This is an optimization exercise on Yosys and OpenROAD, whose aim is small area, a short achievable clock period and few clock cycles per item, not a production implementation.
The RTL was checked by simulation tests, not by an equivalence proof against the original design.
Power is estimated from default activity; no workload was simulated.

`flow/design.v`:
```
`timescale 1ns / 1ps
package cq_pkg;
  localparam int DEPTH  = 64;
  localparam int IDX_W  = $clog2(DEPTH);
  localparam int CAP_W  = 7;
  localparam int DATA_W = 32;
  localparam logic [CAP_W-1:0] CAP_RESET = 7'd64;
  localparam logic [1:0] CMD_ENQ  = 2'd0;
  localparam logic [1:0] CMD_DEQ  = 2'd1;
  localparam logic [1:0] CMD_DISP = 2'd2;
  localparam logic [1:0] CMD_NONE = 2'd3;
  localparam logic [1:0] ST_OK        = 2'd0;
  localparam logic [1:0] ST_OVERFLOW  = 2'd1;
  localparam logic [1:0] ST_UNDERFLOW = 2'd2;
  localparam logic [1:0] ST_EMPTY     = 2'd3;
endpackage
`timescale 1ns / 1ps
module cq_front (
  input  logic       in_push,
  input  logic       in_full,
  input  logic [1:0] in_command,
  output logic       op_enq,
  output logic       op_deq,
  output logic       op_disp
);
  logic acc;
  assign acc     = in_push && !in_full;
  assign op_enq  = acc && (in_command == cq_pkg::CMD_ENQ);
  assign op_deq  = acc && (in_command == cq_pkg::CMD_DEQ);
  assign op_disp = acc && (in_command == cq_pkg::CMD_DISP);
endmodule
`timescale 1ns / 1ps
module cq_back (
  input  logic                      clk,
  input  logic                      rst_n,
  input  logic                      cfg_we,
  input  logic [cq_pkg::CAP_W-1:0]  cfg_data,
  output logic                      in_full,
  input  logic                      op_enq,
  input  logic                      op_deq,
  input  logic                      op_disp,
  input  logic [cq_pkg::DATA_W-1:0] op_value,
  input  logic                      res_full,
  input  logic                      res_full_nxt,
  output logic                      res_push,
  output logic [1:0]                res_status,
  output logic [cq_pkg::DATA_W-1:0] res_data,
  output logic                      res_last
);
  localparam int D  = cq_pkg::DEPTH;
  localparam int CW = cq_pkg::CAP_W;
  localparam int DW = cq_pkg::DATA_W;
  logic [DW-1:0] mem [D];
  logic [DW-1:0] w_r;             
  logic          wv_r;            
  logic [CW-1:0] cap_r, eff_cap;
  logic [CW-1:0] cnt_r, cnt_nxt;
  logic [D:0]    sel_r, sel_nxt, sel_hold, sel_adv;
  logic [D:0]    top;             
  logic          empty_r, full_r;
  logic          dump_r, dump_nxt;
  logic          full_in_r;
  logic          enq_fire, deq_fire, dump_step, rd_en, last_word;
  logic          full_up, full_dn, empty_dn;
  logic [DW-1:0] rd_data;
  always_comb begin
    if (cap_r == '0) begin
      eff_cap = CW'(1);
    end else if (cap_r > CW'(D)) begin
      eff_cap = CW'(D);
    end else begin
      eff_cap = cap_r;
    end
  end
  assign in_full   = full_in_r;
  assign enq_fire  = op_enq && !full_r;
  assign deq_fire  = op_deq && !empty_r;
  assign dump_step = (op_disp && !empty_r) || (dump_r && !res_full);
  assign last_word = wv_r ? sel_r[0] : sel_r[1];
  assign rd_en     = dump_r || ((op_deq || op_disp) && !empty_r);
  assign res_push = op_enq || op_deq || op_disp || (dump_r && !res_full);
  always_comb begin
    res_status = cq_pkg::ST_OK;
    if (op_enq && full_r)        res_status = cq_pkg::ST_OVERFLOW;
    else if (op_deq && empty_r)  res_status = cq_pkg::ST_UNDERFLOW;
    else if (op_disp && empty_r) res_status = cq_pkg::ST_EMPTY;
  end
  assign res_last = !(dump_r || (op_disp && !empty_r)) || last_word;
  always_comb begin
    rd_data = {DW{sel_r[0]}} & w_r;
    for (int i = 0; i < D; i++) begin
      rd_data = rd_data | ({DW{sel_r[i+1]}} & mem[i]);
    end
  end
  assign res_data = rd_en ? rd_data : '0;
  always_comb begin
    top[0] = 1'b0;
    for (int i = 1; i <= D; i++) begin
      top[i] = (cnt_r == CW'(i));
    end
  end
  assign sel_hold = wv_r ? {sel_r[D-1:0], 1'b0} : sel_r;
  assign sel_adv  = wv_r ? {sel_r[D:1], 1'b0} : {1'b0, sel_r[D:1]};
  always_comb begin
    sel_nxt = sel_hold;
    if (enq_fire) begin
      sel_nxt = empty_r ? (D+1)'(1) : sel_hold;
    end else if (deq_fire) begin
      sel_nxt = sel_adv;
    end else if (dump_step) begin
      sel_nxt = last_word ? top : sel_adv;
    end
  end
  always_comb begin
    cnt_nxt = cnt_r;
    if (enq_fire) cnt_nxt = cnt_r + CW'(1);
    else if (deq_fire) cnt_nxt = cnt_r - CW'(1);
  end
  assign full_up  = ({1'b0, cnt_r} + 8'd1 >= {1'b0, eff_cap});
  assign full_dn  = ({1'b0, cnt_r} >= {1'b0, eff_cap} + 8'd1);
  assign empty_dn = (cnt_r == CW'(1));
  assign dump_nxt = dump_step ? !last_word : dump_r;
  always_ff @(posedge clk) begin
    if (!rst_n) begin
      cap_r     <= cq_pkg::CAP_RESET;
      cnt_r     <= '0;
      sel_r     <= '0;
      wv_r      <= 1'b0;
      empty_r   <= 1'b1;
      full_r    <= 1'b0;
      dump_r    <= 1'b0;
      full_in_r <= 1'b0;
    end else begin
      if (cfg_we) begin
        cap_r <= cfg_data;
      end
      cnt_r <= cnt_nxt;
      if (enq_fire) begin
        empty_r <= 1'b0;
        full_r  <= full_up;
      end else if (deq_fire) begin
        empty_r <= empty_dn;
        full_r  <= full_dn;
      end
      sel_r     <= sel_nxt;
      wv_r      <= enq_fire;
      dump_r    <= dump_nxt;
      full_in_r <= dump_nxt || res_full_nxt;
    end
  end
  always_ff @(posedge clk) begin
    w_r <= op_value;
    if (wv_r) begin
      mem[0] <= w_r;
      for (int i = 1; i < D; i++) begin
        mem[i] <= mem[i-1];
      end
    end
  end
endmodule
`timescale 1ns / 1ps
module cq_resq (
  input  logic                      clk,
  input  logic                      rst_n,
  input  logic                      res_push,
  input  logic [1:0]                res_status,
  input  logic [cq_pkg::DATA_W-1:0] res_data,
  input  logic                      res_last,
  output logic                      res_full,
  output logic                      res_full_nxt,
  output logic                      out_empty,
  input  logic                      out_pop,
  output logic [1:0]                out_status,
  output logic [cq_pkg::DATA_W-1:0] out_data,
  output logic                      out_last
);
  logic                      e0_r, v1_r;
  logic [1:0]                st0_r, st1_r;
  logic [cq_pkg::DATA_W-1:0] d0_r, d1_r;
  logic                      l0_r, l1_r;
  logic                      ld0;
  assign res_full   = v1_r;
  assign out_empty  = e0_r;
  assign out_status = st0_r;
  assign out_data   = d0_r;
  assign out_last   = l0_r;
  assign ld0          = e0_r || out_pop;
  assign res_full_nxt = !e0_r && !out_pop && (v1_r || res_push);
  always_ff @(posedge clk) begin
    if (!rst_n) begin
      e0_r <= 1'b1;
      v1_r <= 1'b0;
    end else begin
      e0_r <= !(v1_r || res_push || (!e0_r && !out_pop));
      v1_r <= res_full_nxt;
    end
  end
  always_ff @(posedge clk) begin
    if (ld0) begin
      st0_r <= v1_r ? st1_r : res_status;
      d0_r  <= v1_r ? d1_r  : res_data;
      l0_r  <= v1_r ? l1_r  : res_last;
    end
    if (!v1_r) begin
      st1_r <= res_status;
      d1_r  <= res_data;
      l1_r  <= res_last;
    end
  end
endmodule
`timescale 1ns / 1ps
module circular_queue_with_dump (
  input  logic                            clk,
  input  logic                            rst_n,
  input  logic                            cfg_we,
  input  logic [cq_pkg::CAP_W-1:0]        cfg_data,
  input  logic                            in_push,
  output logic                            in_full,
  input  logic [1:0]                      in_command,
  input  logic signed [cq_pkg::DATA_W-1:0] in_value,
  output logic                            out_empty,
  input  logic                            out_pop,
  output logic [1:0]                      out_status,
  output logic signed [cq_pkg::DATA_W-1:0] out_data,
  output logic                            out_last
);
  logic                      op_enq, op_deq, op_disp;
  logic                      res_full, res_full_nxt, res_push, res_last;
  logic [1:0]                res_status;
  logic [cq_pkg::DATA_W-1:0] res_data;
  cq_front u_front (
    .in_push    (in_push),
    .in_full    (in_full),
    .in_command (in_command),
    .op_enq     (op_enq),
    .op_deq     (op_deq),
    .op_disp    (op_disp)
  );
  cq_back u_back (
    .clk          (clk),
    .rst_n        (rst_n),
    .cfg_we       (cfg_we),
    .cfg_data     (cfg_data),
    .in_full      (in_full),
    .op_enq       (op_enq),
    .op_deq       (op_deq),
    .op_disp      (op_disp),
    .op_value     (in_value),
    .res_full     (res_full),
    .res_full_nxt (res_full_nxt),
    .res_push     (res_push),
    .res_status   (res_status),
    .res_data     (res_data),
    .res_last     (res_last)
  );
  cq_resq u_resq (
    .clk          (clk),
    .rst_n        (rst_n),
    .res_push     (res_push),
    .res_status   (res_status),
    .res_data     (res_data),
    .res_last     (res_last),
    .res_full     (res_full),
    .res_full_nxt (res_full_nxt),
    .out_empty    (out_empty),
    .out_pop      (out_pop),
    .out_status   (out_status),
    .out_data     (out_data),
    .out_last     (out_last)
  );
endmodule
```
`flow/config.mk`:
```
export PLATFORM = sky130hd
export DESIGN_NAME = circular_queue_with_dump
export DESIGN_NICKNAME = circular_queue_with_dump
export VERILOG_FILES = /design/flow/design.v
export SDC_FILE = /design/flow/constraint.sdc
export NUM_CORES = 4
export LEC_CHECK = 0
export CAP_MARGIN = 20
export CORE_MARGIN = 2
export CORE_UTILIZATION = 60
export CTS_BUF_LIST = sky130_fd_sc_hd__clkbuf_16
export CTS_CLUSTER_DIAMETER = 80
export CTS_CLUSTER_SIZE = 24
export PLACE_DENSITY = 0.75
export SETUP_SLACK_MARGIN = 3.4
export SLEW_MARGIN = 20
```
`flow/constraint.sdc`:
```
create_clock -name core_clock -period 6.0 [get_ports {clk}]
set_input_delay 1.2000 -clock core_clock [delete_from_list [all_inputs] [get_ports {clk}]]
set_output_delay 1.2000 -clock core_clock [all_outputs]
set_load 0.01 [all_outputs]
```
`flow/standard.sh`:
```
#!/bin/bash
# synth_recipe.tcl (not shown) runs the flow's synth.tcl, then flattens the netlist and writes it again
# the make line also repeats each setting of config.mk as NAME=value (left out here)
make -C /OpenROAD-flow-scripts/flow DESIGN_CONFIG=/design/flow/config.mk WORK_HOME=/design/flow/orfs CLKGATE_MAP_FILE= SYNTH_SCRIPT=/design/flow/synth_recipe.tcl "${@:-finish}"
```
`flow/flow/run.sh`:
```
#!/bin/bash
# The standard layout, with the port buffers inserted as buf_2 cells
# instead of the smallest buffer the placer would pick (a slow delay cell).
set -e
export BUFFER_PORTS_ARGS="-buffer_cell sky130_fd_sc_hd__buf_2"
bash standard.sh > standard.log 2>&1
```
==> results of run 1 <==
==> area by class of cell <==
cell class	instances	area [um2]	share of cell area [%]
Clock buffer	106	2653	3.071
Sequential cell	2236	65870	76.27
Clock inverter	87	375.4	0.4346
Inverter	12	50.05	0.05795
Antenna cell	10	25.02	0.02897
Multi-Input combinational cell	1910	14080	16.31
Tap cell	1768	2212	2.561
Timing Repair Buffer	137	1097	1.271
==> kinds of logic after synthesis <==
| logic type | count (synthesis) | synth area share [%] |
|---|---|---|
| flip-flops | 2236 | 81.11 |
| multiplexers | 72 | 0.8940 |
| AND/OR/NAND/NOR | 574 | 3.553 |
| AO/OA/AOI/OAI | 1229 | 12.35 |
| XOR/XNOR | 14 | 0.1516 |
| adder cells (fa/ha/maj) | 20 | 0.3093 |
| buffers and inverters | 337 | 1.641 |
==> registers in the layout, indices dropped and copies added (netlist names), 7 cells and up <==
name          count
u_back.mem     2048
u_back.sel_r     65
u_back.w_r       32
u_resq.d0_r      32
u_resq.d1_r      32
u_back.cap_r      7
u_back.cnt_r      7
==> per-stage QoR <==
stage / area, um2 / utilization (%) / setup slack, ps
2_1_floorplan: 80910 / - / -12030
3_3_place_gp: 82960 / 62.09 / 2388
3_5_place_dp: 82970 / 62.09 / 2283
4_1_cts: 86200 / 64.51 / 3295
5_1_grt: 86340 / 64.61 / 3264
6_report: 86370 / 64.63 / 3294
==> timing repair <==
item | CTS | global route
endpoints found under the setup margin | 1487 | 779
setup buffers | 3 | 3
gates resized for setup | 17 | 28
cloned | 2 | 1
pin swaps | 0 | 7
==> power by group <==
| group | leakage, nW | internal (W) | total, W | switching (W) |
|---|---|---|---|---|
| combinational | 4.70 | 0.0000993 | 0.000402 | 0.000303 |
| sequential | 20.3 | 0.0172 | 0.0174 | 0.000199 |
| clock | 1.75 | 0.00324 | 0.00799 | 0.00474 |
| total | 26.7 | 0.0205 | 0.0257 | 0.00524 |
==> per-layer routing <==
layer,routed length [um],vias to the layer above,global-route usage (%),share of wire [%]
li1,-,18630,-,-
met1,83010,24510,51.14,33
met2,106500,5075,51.60,42
met3,47900,1061,12.27,19
met4,17220,10,18.27,6.8
met5,146,-,0.4545,0.057
==> how the worst max path moves through the flow <==
stage                       end  slack [ps]  cells past startpoint
2_1_floorplan  u_back.sel_r[10]      -12030                      5
3_3_place_gp   u_back.sel_r[62]        2390                      6
3_5_place_dp   u_back.sel_r[41]        2280                      5
4_1_cts             out_data[9]        3300                      1
5_1_grt             out_data[1]        3260                      1
6_report            out_data[1]        3290                      1
==> layout by cell type (no fill, tap or decap), types with 6 or more instances in the layout <==
cell / count
buf_12: 8
o21ai_1: 61
dfxtp_4: 67
dfxtp_1: 81
nand2_1: 100
ha_1: 17
a22oi_1: 364
o221ai_1: 63
a22oi_2: 9
buf_6: 9
nand3_1: 100
and3_1: 30
buf_2: 81
o21ai_0: 10
nand2b_1: 6
diode_2: 10
xnor2_1: 11
edfxtp_1: 2083
a221oi_1: 343
nor3_1: 125
nand4_1: 104
inv_1: 84
nor2_1: 83
mux2i_1: 69
buf_4: 32
a22o_1: 342
a21oi_1: 7
clkbuf_16: 106
==> results.toml, run 1 <==
[outcome]
status = "complete, no violations"

[logic_synthesis]
synth.most_common_cell = "edfxtp_1"
ys_top_cells_by_area = "edfxtp_1, dfxtp_1, a221oi_1"
synth-edff-count = 2083
synth_top_area_share_pct = 77.32
synth_cell_types = 53
synth_common_cells = "edfxtp_1, a22oi_1, a221oi_1"
synth_flop_cell = "edfxtp_1"
syn_area_um2 = 80900
synthArstFlopShare_pct = 0
seq_area_frac_synth_pct = 81.11
yosysTopAreaCell = "edfxtp_1"
yosysWarnings = 3
synthCells = 4482
syn_nets = 4548
postSynthAreaPerCell_um2 = 18.05
ys_ff_latch = 2236

[clock_network]
numClockSinks = 2236
numCtsBuffers = 104
cts_root_buf = "clkbuf_16"
clk_pin_slew_worst_paths_ps = 100
cts_max_level = 3
cts_hold_buf = 0
clk_latency_ps = 770
cts_tree = "done"
clock_tree.buffer_depth = 3

[sta]
setup-violations-final = 0
finClkSkew_ps = 33.37
timing.final.crit_period_ps = 2706
hold_violations = 0
max_freq_mhz = 369.6
post-route-period-util_pct = 45.10
rsz0062_at_grt = "true"
maxSlewViolCount = 0
setup-tns-final_ps = 0
whs_ps = 432.0
worstMarginPinSlew_ps = 1296
relSlewSlack_pct = 13.59

[drt]
avgViaCountPerCell = 7.865
dr.pass1.iters = 8
drtIter0Drc = 10330
drtAntennaViolNets = 0
wl_per_cell_um = 40.65
vias = 49280
wl_um = 254700
route.detailed.drc = 0

[setup_path]
crit_fanout = 1
reg2regPathDepth = 2
setup.worst_path.start = "u_resq.d0_r[1]"
rr_endpoint = "u_back.mem[38][19]"
path_cells = "buf_2"
crit_buf_inv = 1
max_stage_delay_ps = 530
critPathTopFamily = "flip-flops"
worst-r2r-setup-slack_ps = 3470
crit_path_end_kind = "output port"
worstPathArrival_ps = 1510
rr_startpoint = "u_back.wv_r"
crit_required_ps = 4800
path_class = "flip-flop to output port"
critical_path.slowest_cell = "edfxtp_1"
critPathLaunchType = "flip-flop"

[die]
die-area_um2 = 137800
num_io_pins = 83
die_y_um = 371.2
initial_utilization_pct = 60.54
row_count = 134
die_w_um = 371.2
core_um2 = 133600

[grt]
grt_max_degree = 201
antenna_found_initial = 8
grt_pass1_wl_um = 346700
grt_pass1_vias = 45450
grtUsageTotal_pct = 36.51
grt.overflow.total = 0

[placed_design]
place_hpwl_um = 125200
dp_cells = 6054
numPortBuffers = 82
gp_congestion = 0.8676

[layout]
drive_above_1_share_pct = 7.977
instances_no_fill = 6266
nets = 4467
fill_cells = 8819
area_growth_pct = 6.760

[power]
power_density_nw_per_um2 = 298.1
total_power_w = 0.02575
p_leak_nw = 26.74
peakVddDrop_v = 0.0002507

[worst_hold_path]
min_path_type = "flip-flop to flip-flop"
hold_start = "u_back.mem[42][1]"
min_path_cells = 0
holdPathEnd = "u_back.mem[43][1]"

[flow_run]
drv_cap = 0
Testbench counts, summed over its fixed seeds: cycles 15,130, items 12,000.
==> run 2: changes to the inputs <==
--- a/flow/config.mk
+++ b/flow/config.mk
@@ -9,8 +9,8 @@
 export CORE_MARGIN = 2
 export CORE_UTILIZATION = 60
 export CTS_BUF_LIST = sky130_fd_sc_hd__clkbuf_16
-export CTS_CLUSTER_DIAMETER = 80
-export CTS_CLUSTER_SIZE = 24
+export CTS_CLUSTER_DIAMETER = 90
+export CTS_CLUSTER_SIZE = 28
 export PLACE_DENSITY = 0.75
 export SETUP_SLACK_MARGIN = 3.4
 export SLEW_MARGIN = 20
==> run 2 against run 1 <==
Count of clock-buffer cells in the layout shrank 13. Flip-flop and latch count stayed put. Largest cell class unchanged. Final area shrank 0.39%. Area after synthesis unchanged. Sequential power hardly changed. Sequential share of layout area increased by 0.30 points. Maximum frequency grew 1.7%. Global-route usage decreased by 0.24 points. Clock skew decreased by 1.2 ps. Hold slack better by 7.3 ps. Critical path depth stayed put. Still clean.
==> results.toml, run 2 <==
[logic_synthesis]
synthCells = 4482
synth_top_area_share_pct = 77.32
synthArstFlopShare_pct = 0
postSynthAreaPerCell_um2 = 18.05
synth_flop_cell = "edfxtp_1"
synth.most_common_cell = "edfxtp_1"
yosysWarnings = 3
syn_area_um2 = 80900
seq_area_frac_synth_pct = 81.11
synth_common_cells = "edfxtp_1, a22oi_1, a221oi_1"
synth_cell_types = 53
yosysTopAreaCell = "edfxtp_1"
synth-edff-count = 2083
ys_ff_latch = 2236
ys_top_cells_by_area = "edfxtp_1, dfxtp_1, a221oi_1"
syn_nets = 4548

[clock_network]
clk_pin_slew_worst_paths_ps = 110
numClockSinks = 2236
numCtsBuffers = 90
cts_root_buf = "clkbuf_16"
cts_tree = "done"
clk_latency_ps = 740
cts_max_level = 3
clock_tree.buffer_depth = 3

[drt]
route.detailed.drc = 0
vias = 49350
wl_per_cell_um = 40.75
dr.pass1.iters = 6
wl_um = 254500
drtAntennaViolNets = 0
drtIter0Drc = 9702
avgViaCountPerCell = 7.901

[flow_run]
drv_cap = 0

[setup_path]
crit_fanout = 1
crit_buf_inv = 1
crit_required_ps = 4800
path_cells = "buf_2"
crit_path_end_kind = "output port"
rr_startpoint = "u_back.wv_r"
rr_endpoint = "u_back.mem[61][15]"
path_class = "flip-flop to output port"
crit_end = "out_data[9]"
worstPathArrival_ps = 1460
max_stage_delay_ps = 530
setup.worst_path.start = "u_resq.d0_r[9]"
critical_path.slowest_cell = "edfxtp_1"
worstSetupPathDepth = 1
worst-r2r-setup-slack_ps = 3380
critPathTopFamily = "flip-flops"
reg2regPathDepth = 2
critPathLaunchType = "flip-flop"

[die]
die-area_um2 = 137800
core_um2 = 133600
num_io_pins = 83
row_count = 134
die_y_um = 371.2
initial_utilization_pct = 60.54
die_w_um = 371.2

[grt]
grt_max_degree = 201
grt.overflow.total = 0
grt_pass1_wl_um = 344700
antenna_found_initial = 7
grtUsageTotal_pct = 36.27
grt_pass1_vias = 45210

[sta]
relSlewSlack_pct = 16.10
hold_violations = 0
setup_ws_ps = 3339
rsz0062_at_grt = "true"
whs_ps = 439.3
setup-violations-final = 0
timing.final.crit_period_ps = 2661
maxSlewViolCount = 0
finClkSkew_ps = 32.18
setup-tns-final_ps = 0
post-route-period-util_pct = 44.36
max_freq_mhz = 375.8
worstMarginPinSlew_ps = 1258

[layout]
nets = 4455
final_util_pct = 64.38
final_common_cell = "edfxtp_1"
largest_reg_flops = 2048
final_cell_mix = "edfxtp_1, a22oi_1, a221oi_1"
top_register = "u_back.mem"
drive_above_1_share_pct = 7.554
largestRegisters = "u_back.mem (2048), u_back.sel_r (65)"
area_growth_pct = 6.347
postLayoutCellArea_um2 = 86030

[placed_design]
gp_congestion = 0.8676
post_dp_cell_area_um2 = 82970
numPortBuffers = 82
dp_slack_ps = 2283
place_hpwl_um = 125200

[worst_hold_path]
min_path_type = "flip-flop to flip-flop"
min_path_cells = 0

[power]
peakVddDrop_v = 0.0002126
power_density_nw_per_um2 = 293.2
p_leak_nw = 26.54

[outcome]
status = "complete, no violations"
## run 2: cell count changes in the layout (fill, tap and decap cells not counted), moves of 3 or more
| cell | before | now |
|---|---|---|
| a22oi_1 | 364 | 369 |
| a22oi_2 | 9 | 4 |
| buf_12 | 8 | 5 |
| buf_16 | 4 | 8 |
| clkbuf_16 | 106 | 97 |
| clkinv_2 | 4 | 1 |
| diode_2 | 10 | 17 |
| inv_1 | 84 | 73 |
## run 2: how the worst min path moves through the flow
stage | start | to | slack, ps
after floorplan | u_back.w_r[16] | u_back.mem[0][16] | 410
after global placement | u_back.w_r[9] | u_back.mem[0][9] | 430
after detailed placement | u_back.w_r[13] | u_back.mem[0][13] | 430
after CTS | u_back.mem[50][7] | u_back.mem[51][7] | 440
after global routing | u_back.w_r[13] | u_back.mem[0][13] | 450
final | u_back.mem[50][7] | u_back.mem[51][7] | 440
## run 2: routing by layer
metal / wire length [um] / share of wire (%) / up-vias / global-route usage (%)
met5: 33 / 0.013 / - / 0
met4: 16170 / 6.4 / 4 / 18.30
met2: 107600 / 42 / 5227 / 51.16
met1: 83120 / 33 / 24520 / 50.81
li1: - / - / 18590 / -
met3: 47590 / 19 / 1000 / 12.30
## run 2: what timing repair did
action	4_1_cts	5_1_grt
endpoints found under the setup margin	1480	1184
gates resized for setup	16	29
pin swaps	0	7
hold buffers	0	0
cloned	0	5
setup buffers	3	2
## run 2: kinds of logic after synthesis
kind of cell             synth area share [%]
AO/OA/AOI/OAI                           12.35
XOR/XNOR                               0.1516
adder cells (fa/ha/maj)                0.3093
buffers and inverters                   1.641
flip-flops                              81.11
multiplexers                           0.8940
AND/OR/NAND/NOR                         3.553
## run 2: stage by stage
step | instances | total power [W]
final | 6246 | 0.02522
after global routing | 6229 | 0.02575
after CTS | 6221 | 0.02519
after detailed placement | 6054 | 0.01807
after global placement | 6054 | 0.01806
after floorplan | 4482 | 0.01807
## run 2: final cells by class
cell class / count / area (um2)
sequential: 2236 / 65870
fill: 8877 / 47590
multi-input combinational: 1910 / 14060
clock buffer: 93 / 2327
tap: 1768 / 2212
timing repair buffer: 139 / 1172
clock inverter: 71 / 299.0
inverter: 12 / 50.05
antenna: 17 / 42.54
## run 2: power breakdown
part	switching (W)	leakage (nW)	internal (W)
Sequential	0.000199	20.3	0.0172
Clock	0.00460	1.52	0.00286
Combinational	0.000302	4.72	0.000101
==> run 3: changes to the inputs <==
--- a/flow/design.v
+++ b/flow/design.v
@@ -178,6 +178,12 @@
   logic [1:0]                st0_r, st1_r;
   logic [cq_pkg::DATA_W-1:0] d0_r, d1_r;
   logic                      l0_r, l1_r;
+  logic [1:0]                st0_hn;
+  logic [cq_pkg::DATA_W-1:0] d0_hn;
+  logic                      l0_hn;
+  logic [1:0]                st_nx;
+  logic [cq_pkg::DATA_W-1:0] d_nx;
+  logic                      l_nx;
   logic                      ld0;
   assign res_full   = v1_r;
   assign out_empty  = e0_r;
@@ -195,11 +201,17 @@
       v1_r <= res_full_nxt;
     end
   end
-  always_ff @(posedge clk) begin
+  assign st_nx = v1_r ? st1_r : res_status;
+  assign d_nx  = v1_r ? d1_r  : res_data;
+  assign l_nx  = v1_r ? l1_r  : res_last;
+  always_ff @(posedge clk) begin
+    st0_r <= ld0 ? st_nx : ~st0_hn;
+    d0_r  <= ld0 ? d_nx  : ~d0_hn;
+    l0_r  <= ld0 ? l_nx  : ~l0_hn;
     if (ld0) begin
-      st0_r <= v1_r ? st1_r : res_status;
-      d0_r  <= v1_r ? d1_r  : res_data;
-      l0_r  <= v1_r ? l1_r  : res_last;
+      st0_hn <= ~st_nx;
+      d0_hn  <= ~d_nx;
+      l0_hn  <= ~l_nx;
     end
     if (!v1_r) begin
       st1_r <= res_status;
--- a/flow/config.mk
+++ b/flow/config.mk
@@ -7,10 +7,10 @@
 export LEC_CHECK = 0
 export CAP_MARGIN = 20
 export CORE_MARGIN = 2
-export CORE_UTILIZATION = 60
+export CORE_UTILIZATION = 55
 export CTS_BUF_LIST = sky130_fd_sc_hd__clkbuf_16
-export CTS_CLUSTER_DIAMETER = 90
-export CTS_CLUSTER_SIZE = 28
-export PLACE_DENSITY = 0.75
-export SETUP_SLACK_MARGIN = 3.4
+export CTS_CLUSTER_DIAMETER = 80
+export CTS_CLUSTER_SIZE = 24
+export PLACE_DENSITY = 0.7
+export SETUP_SLACK_MARGIN = 3.5
 export SLEW_MARGIN = 20
==> run 3 against run 2 <==
Non-clock buffer count up 222. Total power rose by 11%. Area after synthesis up 2.9%. Global-route usage shrank 0.20 points. Register-to-register slack improved by 60 ps. Utilization down 3.0 points. Sequential share of layout area fell by 4.3 points. Combinational power rose to 4.3 times the previous value. Synthesized cell count is 5.0% higher. Cell count is 11% higher. Count of clock-buffer cells in the layout increased by 19. First-iteration DRC count grew 20%.
==> results.toml, run 3 <==
[sta]
maxSlewViolCount = 0
whs_ps = 409.4
relSlewSlack_pct = 29.21
setup-violations-final = 0
worstMarginPinSlew_ps = 1062
hold_violations = 0
timing.final.crit_period_ps = 2561
max_freq_mhz = 390.5
finClkSkew_ps = 40.65
post-route-period-util_pct = 42.68
rsz0062_at_grt = "true"
setup-tns-final_ps = 0

[die]
die_y_um = 393.1
die_w_um = 393.1
num_io_pins = 83
initial_utilization_pct = 55.47
die-area_um2 = 154500
row_count = 142
core_um2 = 150100

[power]
p_leak_nw = 29.41
power_density_nw_per_um2 = 304.7
total_power_w = 0.02806
peakVddDrop_v = 0.0003060

[logic_synthesis]
synth_common_cells = "edfxtp_1, a22oi_1, a22o_1"
yosysWarnings = 3
ys_ff_latch = 2271
synthCells = 4708
ys_top_cells_by_area = "edfxtp_1, a22oi_1, dfxtp_1"
synth_cell_types = 59
syn_area_um2 = 83280
synth_mux_area_share_pct = 1.279
synth_flop_cell = "edfxtp_1"
synth.most_common_cell = "edfxtp_1"
syn_nets = 4774
seq_area_frac_synth_pct = 79.63
synth-adder-area-share_pct = 0.3005
synth_top_area_share_pct = 75.11
postSynthAreaPerCell_um2 = 17.69
yosysTopAreaCell = "edfxtp_1"
synthArstFlopShare_pct = 0
synth-edff-count = 2083
synth_top_family_by_area = "compound AO/OA/AOI/OAI gates"
synth_xor_area_share_pct = 0.1262
synth_compound_area_share_pct = 13.32
synth_simple_gate_area_share_pct = 2.987

[clock_network]
clock_tree.buffer_depth = 3
cts_tree = "done"
numCtsBuffers = 109
cts_root_buf = "clkbuf_16"
clk_latency_ps = 780
clk_pin_slew_worst_paths_ps = 90
cts_max_level = 3
numClockSinks = 2271

[setup_path]
rr_endpoint = "u_back.full_r"
crit_required_ps = 6700
rr_startpoint = "u_back.cap_r[2]"
max_stage_delay_ps = 490
crit_fanout = 3
critPathTopFamily = "compound AO/OA/AOI/OAI gates"
path_cells = "or4_1, nor2_1, o21a_1, ha_2, nand4_1, xnor2_1, ha_1, o2111ai_1, o211ai_1, o211ai_1, o21ai_1"
worst-r2r-setup-slack_ps = 3440
reg2regPathDepth = 11
cp_common_cell = "o211ai_1"
path_class = "flip-flop to flip-flop"
crit_buf_inv = 0
setup.worst_path.start = "u_back.cap_r[2]"
critPathLaunchType = "flip-flop"
critical_path.slowest_cell = "or4_1"
worstPathArrival_ps = 3260
crit_path_end_kind = "flip-flop"

[worst_hold_path]
min_path_cells = 1
hold_start = "u_resq.d0_hn[7]"
holdPathEnd = "u_resq.d0_r[7]"
min_path_type = "flip-flop to flip-flop"

[grt]
use_met3_pct = 12.57
grt_pass1_wl_um = 379900
gr-max-usage-layer = "met2"
grt_max_degree = 219
grtUsageTotal_pct = 36.07
grt_pass1_vias = 47760
grt.overflow.total = 0
grt_use_met1_pct = 49.17
met2_usage_pct = 50.69
antenna_found_initial = 20

[drt]
drtAntennaViolNets = 0
dr.pass1.iters = 14
wl_per_cell_um = 41.09
wl_um = 285700
avgViaCountPerCell = 7.635
vias = 53100
route.detailed.drc = 0
drtIter0Drc = 11600

[placed_design]
post_dp_cell_area_um2 = 85730
place_hpwl_um = 144700
numPortBuffers = 82
gp_congestion = 0.8923

[layout]
top_register = "u_back.mem"
multi_input_area_um2 = 15330
postLayoutCellArea_um2 = 92100
seqCellArea_um2 = 66600
nets = 4896
largest_reg_flops = 2048
drive_above_1_share_pct = 14.04
final_cell_mix = "edfxtp_1, a22oi_1, a22o_1"
largestRegisters = "u_back.mem (2048), u_back.sel_r (65)"
area_growth_pct = 10.59
final_util_pct = 61.35
fill_cells = 10460
final_common_cell = "edfxtp_1"

[flow_run]
drv_cap = 0

[outcome]
status = "complete, no violations"
[run 3: final cells by class]
class,instances,share of cell area [%]
inverter,75,0.3111
sequential,2271,72.31
timing repair buffer,361,4.341
antenna,16,0.04347
clock inverter,91,0.5597
multi-input combinational,2012,16.65
clock buffer,112,3.043
tap,2016,2.739
[run 3: what timing repair did]
action / CTS / global route
hold buffers: 0 / 0
gates resized for setup: 159 / 56
setup buffers: 129 / 50
gates cloned: 5 / 4
pin swaps: 8 / 6
setup endpoints to repair: 1346 / 276
[run 3: cell families (layout without fill, tap and decap cells)]
family | count (synthesis) | in the layout
fa+ha+maj | 20 | 20
mux | 105 | 105
simple gates | 440 | 441
compound gates | 1432 | 1434
flops | 2271 | 2271
buf+inv | 428 | 639
xor+xnor | 12 | 12
other cells | 0 | 16
[run 3: metal layers]
metal / vias to the layer above / part of all wire [%]
li1: 19870 / -
met1: 26260 / 33
met2: 5826 / 42
met3: 1115 / 18
met4: 22 / 6.5
met5: - / 0.057
[run 3: through the flow]
step | setup slack, ps | std cells
global route | 3311 | 6938
floorplan | -10610 | 4708
detailed placement | 2145 | 6546
finish | 3439 | 6954
CTS | 3387 | 6883
global placement | 2189 | 6546
[run 3: worst reg2reg max path: cells and delay by family (launching register included)]
family / cells / cell delay [ps]
DFF: 1 / 350
xor gates and xnor gates: 1 / 170
and+or+nand+nor: 3 / 710
AOI/OAI and AO/OA: 5 / 780
adders and majority gates: 2 / 480
[run 3: how the worst max path moves through the flow]
stage | depth (start not counted) | to | slack, ps
final | 11 | u_back.full_r | 3440
after floorplan | 7 | u_back.sel_r[36] | -10610
after global routing | 11 | u_back.full_r | 3310
after detailed placement | 6 | u_back.sel_r[64] | 2150
after global placement | 6 | u_back.sel_r[64] | 2190
after CTS | 11 | u_back.full_r | 3390
[run 3: power breakdown]
group          internal [W]  leakage (nW)  switching, W  total (W)
Combinational      0.000572          7.07       0.00118    0.00175
Clock               0.00357          1.88       0.00501    0.00858
Sequential           0.0174          20.5      0.000288     0.0177
Total                0.0216          29.4       0.00647     0.0281
Testbench counts of run 3, summed over its fixed seeds: cycles 15,130, items 12,000.
==> run 4: changes to the inputs <==
==> flow/run.sh (new file) <==
#!/bin/bash
# synth_recipe.tcl (not shown) runs the flow's synth.tcl, then flattens the netlist and writes it again
# the make line also repeats each setting of config.mk as NAME=value (left out here)
make -C /OpenROAD-flow-scripts/flow DESIGN_CONFIG=/design/flow/config.mk WORK_HOME=/design/flow/orfs CLKGATE_MAP_FILE= SYNTH_SCRIPT=/design/flow/synth_recipe.tcl finish
--- a/flow/config.mk
+++ b/flow/config.mk
@@ -12,5 +12,5 @@
 export CTS_CLUSTER_DIAMETER = 80
 export CTS_CLUSTER_SIZE = 24
 export PLACE_DENSITY = 0.7
-export SETUP_SLACK_MARGIN = 3.5
+export SETUP_SLACK_MARGIN = 3.4
 export SLEW_MARGIN = 20
removed: flow/flow/run.sh
removed: flow/standard.sh
==> run 4 against run 3 <==
Area after synthesis unchanged. Critical path type unchanged. Sequential share of layout area is 0.70 points higher. Die area is the same. Final area decreased by 0.96%. Largest power group unchanged. Sequential power barely moved. Largest cell class unchanged.
==> results.toml, run 4 <==
[logic_synthesis]
ys_top_cells_by_area = "edfxtp_1, a22oi_1, dfxtp_1"
synth-edff-count = 2083
postSynthAreaPerCell_um2 = 17.69
synth_common_cells = "edfxtp_1, a22oi_1, a22o_1"
synth_top_area_share_pct = 75.11
seq_area_frac_synth_pct = 79.63
yosysTopAreaCell = "edfxtp_1"
syn_nets = 4774
synth_cell_types = 59
yosysWarnings = 3
ys_ff_latch = 2271
synthCells = 4708
synth_flop_cell = "edfxtp_1"
synth.most_common_cell = "edfxtp_1"
synthArstFlopShare_pct = 0
syn_area_um2 = 83280

[grt]
grtUsageTotal_pct = 35.09
grt.overflow.total = 0
grt_pass1_wl_um = 372800
grt_max_degree = 203
antenna_found_initial = 11
grt_pass1_vias = 47460

[setup_path]
critical_path.slowest_cell = "dfxtp_4"
crit_path_end_kind = "flip-flop"
critPathTopFamily = "compound AO/OA/AOI/OAI gates"
critPathLaunchType = "flip-flop"
path_cells = "buf_6, a22o_1, a221oi_1, nand4_1, or4_1, o21ai_2, mux2i_1"
crit_fanout = 21
worstPathArrival_ps = 3270
reg2regPathDepth = 7
max_stage_delay_ps = 600
crit_buf_inv = 1
worstSetupPathDepth = 7
path_class = "flip-flop to flip-flop"
crit_required_ps = 6650

[clock_network]
clk_latency_ps = 790
clock_tree.buffer_depth = 3
clk_pin_slew_worst_paths_ps = 100
cts_tree = "done"
numClockSinks = 2271
cts_max_level = 3
numCtsBuffers = 109
cts_root_buf = "clkbuf_16"

[die]
die_w_um = 393.1
die-area_um2 = 154500
num_io_pins = 83
die_y_um = 393.1
initial_utilization_pct = 55.47
core_um2 = 150100
row_count = 142

[sta]
post-route-period-util_pct = 43.63
setup-violations-final = 0
relSlewSlack_pct = 16.05
worstMarginPinSlew_ps = 1259
hold_violations = 0
max_freq_mhz = 382.0
timing.final.crit_period_ps = 2618
maxSlewViolCount = 0
whs_ps = 420.1
setup-tns-final_ps = 0
finClkSkew_ps = 31.12
rsz0062_at_grt = "true"

[power]
intPower_w = 0.02140
seq_power_share_pct = 64.0
total_power_w = 0.02789
p_clk_share_pct = 30.4
peakVddDrop_v = 0.0002428
swShare_pct = 23.25
p_switching_w = 0.006483
power_density_nw_per_um2 = 305.7
p_leak_nw = 28.79
power_frac_comb_pct = 5.7

[layout]
largest_reg_flops = 2048
fill_cells = 10650
area_growth_pct = 9.527
nets = 4809
final_cell_mix = "edfxtp_1, a22oi_1, a22o_1"
top_register = "u_back.mem"
final_common_cell = "edfxtp_1"
largestRegisters = "u_back.mem (2048), u_back.sel_r (65)"
drive_above_1_share_pct = 11.21

[placed_design]
gp_congestion = 0.8963
place_hpwl_um = 145700
numPortBuffers = 82

[flow_run]
drv_cap = 0

[outcome]
status = "complete, no violations"

[drt]
drtAntennaViolNets = 0
drtIter0Drc = 11620
vias = 52210
wl_per_cell_um = 40.80
avgViaCountPerCell = 7.600
dr.pass1.iters = 9
route.detailed.drc = 0
wl_um = 280300

[worst_hold_path]
min_path_cells = 1
min_path_type = "flip-flop to flip-flop"
run 4: through the flow:
stage	setup slack (ps)	std cells	instance area (um2)	util (%)
after floorplan	-10610	4708	83530	-
after global placement	1967	6551	86160	57.39
after detailed placement	1900	6551	86160	57.39
after CTS	3371	6811	90400	60.21
after global routing	3311	6852	91170	60.73
final	3383	6870	91220	60.76
run 4: timing repair:
action	CTS	global route
buffers inserted	48	39
setup endpoints to repair	1136	1160
pin swaps	3	4
hold buffers	0	0
gates cloned	8	2
gates resized for setup	195	84
run 4: power groups by stage:
stage | Combinational [W] | Sequential (W) | Clock (W)
floorplan | 0.000798 | 0.0182 | 0
global placement | 0.00131 | 0.0182 | 0
detailed placement | 0.00133 | 0.0182 | 0
CTS | 0.00143 | 0.0178 | 0.00846
global route | 0.00163 | 0.0178 | 0.00898
finish | 0.00158 | 0.0178 | 0.00847
run 4: final cells by class:
class,count,area [um2],share of cell area [%]
clock inverter,94,506.7,0.5555
multi-input combinational,2013,15300,16.78
tap,2016,2522,2.765
clock buffer,110,2753,3.018
antenna,18,45.04,0.04938
inverter,75,307.8,0.3374
sequential,2271,66600,73.01
timing repair buffer,273,3182,3.488
run 4: final timing paths:
path / from / endpoint / slack [ps]
hold reg to reg: u_resq.d0_hn[22] / u_resq.d0_r[22] / 420
setup reg to reg: u_back.sel_r[9] / u_resq.d0_r[3] / 3380
hold / removal: u_resq.d0_hn[22] / u_resq.d0_r[22] / 420
setup / recovery: u_back.sel_r[9] / u_resq.d0_r[3] / 3380
run 4: metal layers:
layer | up-vias | GRT usage [%] | part of all wire [%]
met5 | - | 0 | 0.053
met4 | 12 | 18.22 | 6.1
met3 | 948 | 9.944 | 18
met2 | 5447 | 49.43 | 42
met1 | 26140 | 50.05 | 34
li1 | 19670 | - | -
run 4: cells by family (layout without fill, tap and decap cells):
kind of cell             Yosys count  in the layout  share of synthesized area, %
multiplexers                     105            105                         1.279
AO/OA/AOI/OAI                   1432           1436                         13.32
adder cells (fa/ha/maj)           20             20                        0.3005
XOR/XNOR                          12             12                        0.1262
buffers and inverters            428            552                         2.362
flip-flops                      2271           2271                         79.63
other                              0             18                             0
AND/OR/NAND/NOR                  440            440                         2.987
run 4: worst reg2reg max path, cell delays in order (launching register included):
cell      delay (ps)
dfxtp_4          600
buf_6            360
a22o_1           240
a221oi_1         280
nand4_1          130
or4_1            580
o21ai_2          220
mux2i_1          100

==> re-timing with driven ports <==
The flow's constraints put no driver on any port. The routed layouts listed below were extracted and timed again, unchanged, in two steps.
Step 1, drivers: a clkbuf_16 drives clk and a buf_2 each remaining input, both assumed.
Step 2 adds t to the input delays and takes it off the output delays; t is the mean of the earliest and latest rising clock arrival at the registers after step 1. Input paths then give back, and output paths get back, about the clock's delay inside the block.
a / b / c = no drivers / after step 1 / after step 2; a / b = the first two.
run | shift t [ns] | setup slack, ns | latest minus earliest clock arrival (ns)
run 1 | 0.837 | 3.294 / 3.216 / 2.653 | 0.036 / 0.037
run 2 | 0.807 | 3.339 / 3.257 / 2.694 | 0.037 / 0.037
run 3 | 0.843 | 3.439 / 3.408 / 2.717 | 0.044 / 0.045
run 4 | 0.865 | 3.382 / 3.354 / 2.616 | 0.038 / 0.037
After both steps every run listed still meets setup and hold. For run 4, which loses most, drivers alone change the setup slack by -0.028 ns; drivers and shift together by -0.766 ns.
